This is an optimization exercise on Yosys and OpenROAD, whose aim is small area, not a production implementation. The RTL was checked by simulation tests, not by an equivalence proof against the original design. Power figures rest on the tool's default switching activity, not on a simulated workload.

Setup of run A:
Design exec_controller, start of the top module:
module exec_controller #(
    parameter int OPCODE_WIDTH = 15,
    parameter int PC_WIDTH     = 9,
    parameter int STACK_WIDTH  = 255,
    parameter int STACK_DEPTH  = 127
) (
    input  logic                   clk,
    input  logic                   rst,
    input  logic                   run,
    input  logic [OPCODE_WIDTH:0]  rom_data,
    input  logic [STACK_WIDTH:0]   top0,
    input  logic [STACK_WIDTH:0]   top1,
    output logic                   pc_load_sig,
    output logic                   pc_inc_sig,
    output logic [PC_WIDTH:0]      pc_load_val,
    output logic                   stack_push_sig,
    output logic [STACK_WIDTH:0]   stack_push_data,
    output logic [2:0]             stack_pop_sig,
    output logic [7:0]             depth,
    output logic                   halted,
    output logic                   fault
);
Settings: LEC_CHECK=0, CAP_MARGIN=10, CORE_MARGIN=2, CORE_UTILIZATION=25, CTS_BUF_LIST=sky130_fd_sc_hd__clkbuf_2 sky130_fd_sc_hd__clkbuf_4, PLACE_DENSITY=0.45, SETUP_SLACK_MARGIN=0, SLEW_MARGIN=10; clock period 14.0 ns.
standard.sh (not shown) runs the stock make flow with config.mk's settings and CLKGATE_MAP_FILE= SYNTH_SCRIPT=/design/flow/synth_recipe.tcl, a recipe that flattens the netlist after the stock synthesis.
==> flow/flow/run.sh <==
#!/bin/bash
# Standard ORFS layout, with two changes: Yosys's synth runs without its early generic ABC
# pass (SYNTH_ARGS=-noabc; the full ABC mapping after adder extraction still runs), and the
# port buffers are the smallest plain buffer (buf_1) instead of the delay cell buffer_ports
# picks by default.
set -euo pipefail
bash standard.sh \
  SYNTH_ARGS=-noabc \
  BUFFER_PORTS_ARGS="-buffer_cell sky130_fd_sc_hd__buf_1" \
  finish > standard.log 2>&1
Setup changes, run A to run B
diff --git a/flow/config.mk b/flow/config.mk
--- a/flow/config.mk
+++ b/flow/config.mk
@@ -12 +11,0 @@
-export PLACE_DENSITY = 0.45
[summary]
- Compared with run A, run B shows routed wire length that has gone down by a little under 10%.
- Reported for run A and run B, post-synthesis net count turned out identical to the last digit.
- Sort run A and run B by maximum fanout encountered on the critical timing path desc -> top: run B
- Run B vs. run A: share of total power consumed by net switching now smaller; sequential power has remained practically unchanged; cell leakage power closely matched the old numbers; length of routed met2 wiring dropped about 13%; global-route wire length before repair now smaller.
- The final reports for run B and run A show register-to-register slack lower in the former.
- Compared with run A, in run B mean routed wirelength per cell decreased 1.8 um; power decreased 0.0060 mW.
The inputs of run C differ from those of run B as listed below.
diff --git a/flow/config.mk b/flow/config.mk
--- a/flow/config.mk
+++ b/flow/config.mk
@@ -10 +10 @@
-export CORE_UTILIZATION = 25
+export CORE_UTILIZATION = 30
==> notes.md <==
Run B was carried through to the last stage, and its layout satisfied the timing, design-rule and antenna checks. Run C: it failed during 3_2_place_iop, and the tool reported PPL-0024. From run B to run C, post-synthesis adder-cell area fraction did not move at all. Taking run B as the reference, in run C synthesized cell count did not really move, total of flip-flops plus latches after synthesis shows no meaningful change, share of synthesized cell area in and, or, nand and nor gates ~0 delta. As far as mean instance size in the synthesized netlist is concerned, run B and run C perform about the same. Comparing run C against run B, there is no change at all in post-synthesis cell area. From run B to run C the numbers moved as follows: die width fell 21 um, height of the die fell 8.6%, initial cell density of the core rose 4.9 points, post-synthesis share of cell area spent on xor and xnor gates about even. Higher number of cell rows goes to run B over run C.
Changes in run D relative to run C:
==> flow/flow/run.sh <==
#!/bin/bash
# Standard ORFS layout, with two changes: the port buffers are the smallest plain buffer
# (buf_1) instead of the delay cell buffer_ports picks by default, and after global routing
# non-critical gates are sized down (power/area recovery).
set -euo pipefail
bash standard.sh \
  BUFFER_PORTS_ARGS="-buffer_cell sky130_fd_sc_hd__buf_1" \
  RECOVER_POWER=100 \
  finish > standard.log 2>&1
diff --git a/flow/config.mk b/flow/config.mk
--- a/flow/config.mk
+++ b/flow/config.mk
@@ -8 +8 @@
-export CAP_MARGIN = 10
+export CAP_MARGIN = 0
@@ -10 +10 @@
-export CORE_UTILIZATION = 30
+export CORE_UTILIZATION = 25
@@ -13 +13 @@
-export SLEW_MARGIN = 10
+export SLEW_MARGIN = 0
Run D completed end to end with timing, DRC and antenna clean.
Looking at synthesized-area fraction occupied by ao, oa, aoi and oai cells, run D sits above run C.
Synthesized instance count came out higher on run D than on run C.
Fraction of synthesized area in multiplexers essentially unchanged between run C and run D.
Per-instance average area after synthesis: run D and run C compared, higher one is run C
### run D -> run E
==> flow/flow/run.sh <==
#!/bin/bash
# Standard ORFS layout, with two changes: Yosys's synth runs without its early generic ABC
# pass (SYNTH_ARGS=-noabc; the full ABC mapping after adder extraction still runs), and the
# port buffers are the smallest plain buffer (buf_1) instead of the delay cell buffer_ports
# picks by default.
set -euo pipefail
bash standard.sh \
  SYNTH_ARGS=-noabc \
  BUFFER_PORTS_ARGS="-buffer_cell sky130_fd_sc_hd__buf_1" \
  finish > standard.log 2>&1
diff --git a/flow/config.mk b/flow/config.mk
--- a/flow/config.mk
+++ b/flow/config.mk
@@ -8 +8 @@
-export CAP_MARGIN = 0
+export CAP_MARGIN = 10
@@ -10 +10 @@
-export CORE_UTILIZATION = 25
+export CORE_UTILIZATION = 35
@@ -13 +13 @@
-export SLEW_MARGIN = 0
+export SLEW_MARGIN = 10
==> notes.md <==
- Run E is listed as incomplete: the tool reported an error in 3_2_place_iop and the run ended there.
- The synthesized-area fraction occupied by xor and xnor cells on run E is in line with that on run D.
- Per the comparison of run E with run D, gate count after technology mapping decreased by 105 relative to the old numbers, mux cell area share after synthesis closely matched the old numbers, total standard cell area after synthesis decreased by 4.7% relative to the old numbers, post-synthesis average cell area increased by 1.3% relative to the old numbers.

* * *

JK:
Starting RTL as in the previous note.
==> flow/config.mk <==
export PLATFORM = sky130hd
export DESIGN_NAME = exec_controller
export DESIGN_NICKNAME = exec_controller
export VERILOG_FILES = /design/flow/design.v
export SDC_FILE = /design/flow/constraint.sdc
export NUM_CORES = 4
export LEC_CHECK = 0
export CAP_MARGIN = 0
export CORE_MARGIN = 2
export CORE_UTILIZATION = 25
export CTS_BUF_LIST = sky130_fd_sc_hd__clkbuf_2 sky130_fd_sc_hd__clkbuf_4
export SETUP_SLACK_MARGIN = 0
export SLEW_MARGIN = 0
==> flow/constraint.sdc <==
create_clock -name core_clock -period 14.0 [get_ports {clk}]
set_input_delay 2.8000 -clock core_clock [delete_from_list [all_inputs] [get_ports {clk}]]
set_output_delay 2.8000 -clock core_clock [all_outputs]
set_load 0.01 [all_outputs]
==> flow/flow/run.sh <==
#!/bin/bash
# Standard ORFS layout, with three changes: Yosys's synth runs without its early generic ABC
# pass (SYNTH_ARGS=-noabc; the full ABC mapping after adder extraction still runs), the port
# buffers are the smallest plain buffer (buf_1) instead of the delay cell buffer_ports picks by
# default, and after global routing non-critical gates are sized down (power/area recovery).
set -euo pipefail
bash standard.sh \
  SYNTH_ARGS=-noabc \
  BUFFER_PORTS_ARGS="-buffer_cell sky130_fd_sc_hd__buf_1" \
  RECOVER_POWER=100 \
  finish > standard.log 2>&1
--- input diff JK..MS ---
Settings: SLEW_MARGIN: 0 -> 10; CAP_MARGIN: 0 -> 10; PLACE_DENSITY: unset -> 0.85.
==> flow/flow/run.sh <==
#!/bin/bash
# Standard ORFS layout, with two changes: Yosys's synth runs without its early generic ABC
# pass (SYNTH_ARGS=-noabc; the full ABC mapping after adder extraction still runs), and the
# port buffers are the smallest plain buffer (buf_1) instead of the delay cell buffer_ports
# picks by default.
set -euo pipefail
bash standard.sh \
  SYNTH_ARGS=-noabc \
  BUFFER_PORTS_ARGS="-buffer_cell sky130_fd_sc_hd__buf_1" \
  finish > standard.log 2>&1
[summary]
Diff JK -> MS: sequential share of cell area neither gained nor lost much, fmax went down, clock period minus final worst setup slack up 0.19 ns, wire length reported by the detailed router higher, cell internal power dissipation rose by about 1%.
Changes in AL relative to MS:
Settings: PLACE_DENSITY: 0.85 -> unset; CAP_MARGIN: 10 -> 0; SLEW_MARGIN: 10 -> 0.
Findings:
AL does better than MS on via count of the routed design.
From MS to AL, die area did not move at all.
Taking MS as the reference, in AL number of rows created at floorplan level; HPWL reported at the end of detailed placement moved down; post-layout total power moved down.
Across AL and MS, none had a timing, DRC or antenna violation.

* * *

Setup of violet:
exec_controller, a different RTL version from the one above (not shown whole).
Size: ~14000 um^2 of cells after synthesis.
## exec_controller
module exec_controller #(
    parameter int OPCODE_WIDTH = 15,
    parameter int PC_WIDTH     = 9,
    parameter int STACK_WIDTH  = 255,
    parameter int STACK_DEPTH  = 127
) (
    input  logic                   clk,
    input  logic                   rst,
    input  logic                   run,
    input  logic [OPCODE_WIDTH:0]  rom_data,
    input  logic [STACK_WIDTH:0]   top0,
    input  logic [STACK_WIDTH:0]   top1,
    output logic                   pc_load_sig,
    output logic                   pc_inc_sig,
    output logic [PC_WIDTH:0]      pc_load_val,
    output logic                   stack_push_sig,
    output logic [STACK_WIDTH:0]   stack_push_data,
    output logic [2:0]             stack_pop_sig,
    output logic [7:0]             depth,
    output logic                   halted,
    output logic                   fault
);
    logic [2:0] state_q;
    logic [7:0] depth_q;
    wire [3:0] op = rom_data[15:12];
    wire st_exec  = state_q[1] & ~state_q[2];
    wire st_idle  = ~(state_q[0] | state_q[1] | state_q[2]);
    wire st_fetch = state_q[0];
    wire op_lo    = ~op[3];                           
    wire o_nop    = op == 4'h0;
    wire o_pushi  = op == 4'h1;
    wire o_pop    = op == 4'h2;
    wire o_dup    = op == 4'h3;
    wire o_arith  = op_lo & op[2] & ~op[1];           
    wire o_jmp    = op == 4'h6;
    wire o_jz     = op == 4'h7;
    wire o_halt   = op == 4'hF;
    wire o_push   = o_pushi | o_dup | o_arith;
    wire o_pop1   = o_pop | o_jz;
    wire d_zero   = depth_q == 8'd0;
    wire d_one    = depth_q == 8'd1;
    wire d_full   = depth_q[7];
    wire illegal  = op[3] & ~(op[2] & op[1] & op[0]);
  ...
export LEC_CHECK = 0
export CAP_MARGIN = 0
export CORE_MARGIN = 2
export CORE_UTILIZATION = 25
export CTS_BUF_LIST = sky130_fd_sc_hd__clkbuf_2 sky130_fd_sc_hd__clkbuf_4
export GPL_TIMING_DRIVEN = 1
export SETUP_SLACK_MARGIN = 0
export SLEW_MARGIN = 0
create_clock -name core_clock -period 14.0 [get_ports {clk}]
==> flow/flow/run.sh <==
#!/bin/bash
# Standard ORFS layout, with two changes: the port buffers are the smallest plain buffer
# (buf_1) instead of the delay cell buffer_ports picks by default, and after global routing
# non-critical gates are sized down (power/area recovery).
set -euo pipefail
bash standard.sh \
  BUFFER_PORTS_ARGS="-buffer_cell sky130_fd_sc_hd__buf_1" \
  RECOVER_POWER=100 \
  finish > standard.log 2>&1
Edits applied to the flow inputs when going from violet to pepper:
- clearing CTS_BUF_LIST, which used to be sky130_fd_sc_hd__clkbuf_2 sky130_fd_sc_hd__clkbuf_4
- swapping 0 for 20 in SLEW_MARGIN
- swapping 0 for 0.3 in SETUP_SLACK_MARGIN
- clearing GPL_TIMING_DRIVEN, which used to be 1
- swapping 0 for 20 in CAP_MARGIN
[summary]
- Side by side, wire length turned out higher in pepper than in violet.
- pepper against violet: total length of routed met2 wires now larger; proportion of power drawn by combinational gates now smaller.
- According to the power report, total power for pepper is higher than for violet.
diff inputs: pepper => garnet
- removing SETUP_SLACK_MARGIN (formerly 0.3)
- changing CORE_UTILIZATION from 25 to 50
==> flow/run.sh (new file) <==
#!/bin/bash
# synth_recipe.tcl (not shown) runs the flow's synth.tcl, then flattens the netlist and writes it again
# the make line also repeats each setting of config.mk as NAME=value (left out here)
make -C /OpenROAD-flow-scripts/flow DESIGN_CONFIG=/design/flow/config.mk WORK_HOME=/design/flow/orfs CLKGATE_MAP_FILE= SYNTH_SCRIPT=/design/flow/synth_recipe.tcl finish
removed: flow/flow/run.sh
removed: flow/standard.sh
==> comparison <==
- Re share of async-settable or async-resettable flops after synthesis: no difference whatsoever between garnet and pepper.
- Taking garnet over pepper, the chip width ratio works out to 0.71.
- garnet ends up with a starting utilization of the core area that is 25 points higher than in pepper.
- On synthesized cell count, garnet and pepper are basically level.
- garnet never completed; the flow aborted with a tool error in I/O pin placement.
- From garnet to pepper, synthesized area did not move at all.

afterwards: timing with drivers on the ports:
How much do the figures lean on ideal ports? The routed layouts below were timed once more, with nothing changed but the port constraints. Step 1 (the two cells are an assumption about what drives the block):
set clk [get_ports {clk}]
set_driving_cell -lib_cell sky130_fd_sc_hd__clkbuf_16 $clk
set_driving_cell -lib_cell sky130_fd_sc_hd__buf_2 [delete_from_list [all_inputs] $clk]
Step 2 moves the port delays by t, midway between the first and last clock arrival at a register: inputs arrive t later, outputs are due t later. That takes back most of the time a late clock gives input paths. Three values: ideal ports, drivers, drivers and shift; two values: the first two.
run	t (ns)	setup WS [ns]	worst data-port slew with drivers (ns)
run A	0.310	0.507 / 0.461 / 0.461	0.14
run B	0.301	0.548 / 0.519 / 0.519	0.18
run D	0.293	0.283 / 0.253 / 0.253	0.20
JK	0.300	0.520 / 0.489 / 0.489	0.18
MS	0.304	0.335 / 0.303 / 0.303	0.19
AL	0.301	0.548 / 0.519 / 0.519	0.18
violet	0.294	0.501 / 0.479 / 0.479	0.27
pepper	0.266	0.478 / 0.457 / 0.457	0.25
After both steps setup and hold are still met in every run listed. The setup slack of run A, which loses most, moves by -0.046 ns with the drivers and by -0.046 ns with both steps.
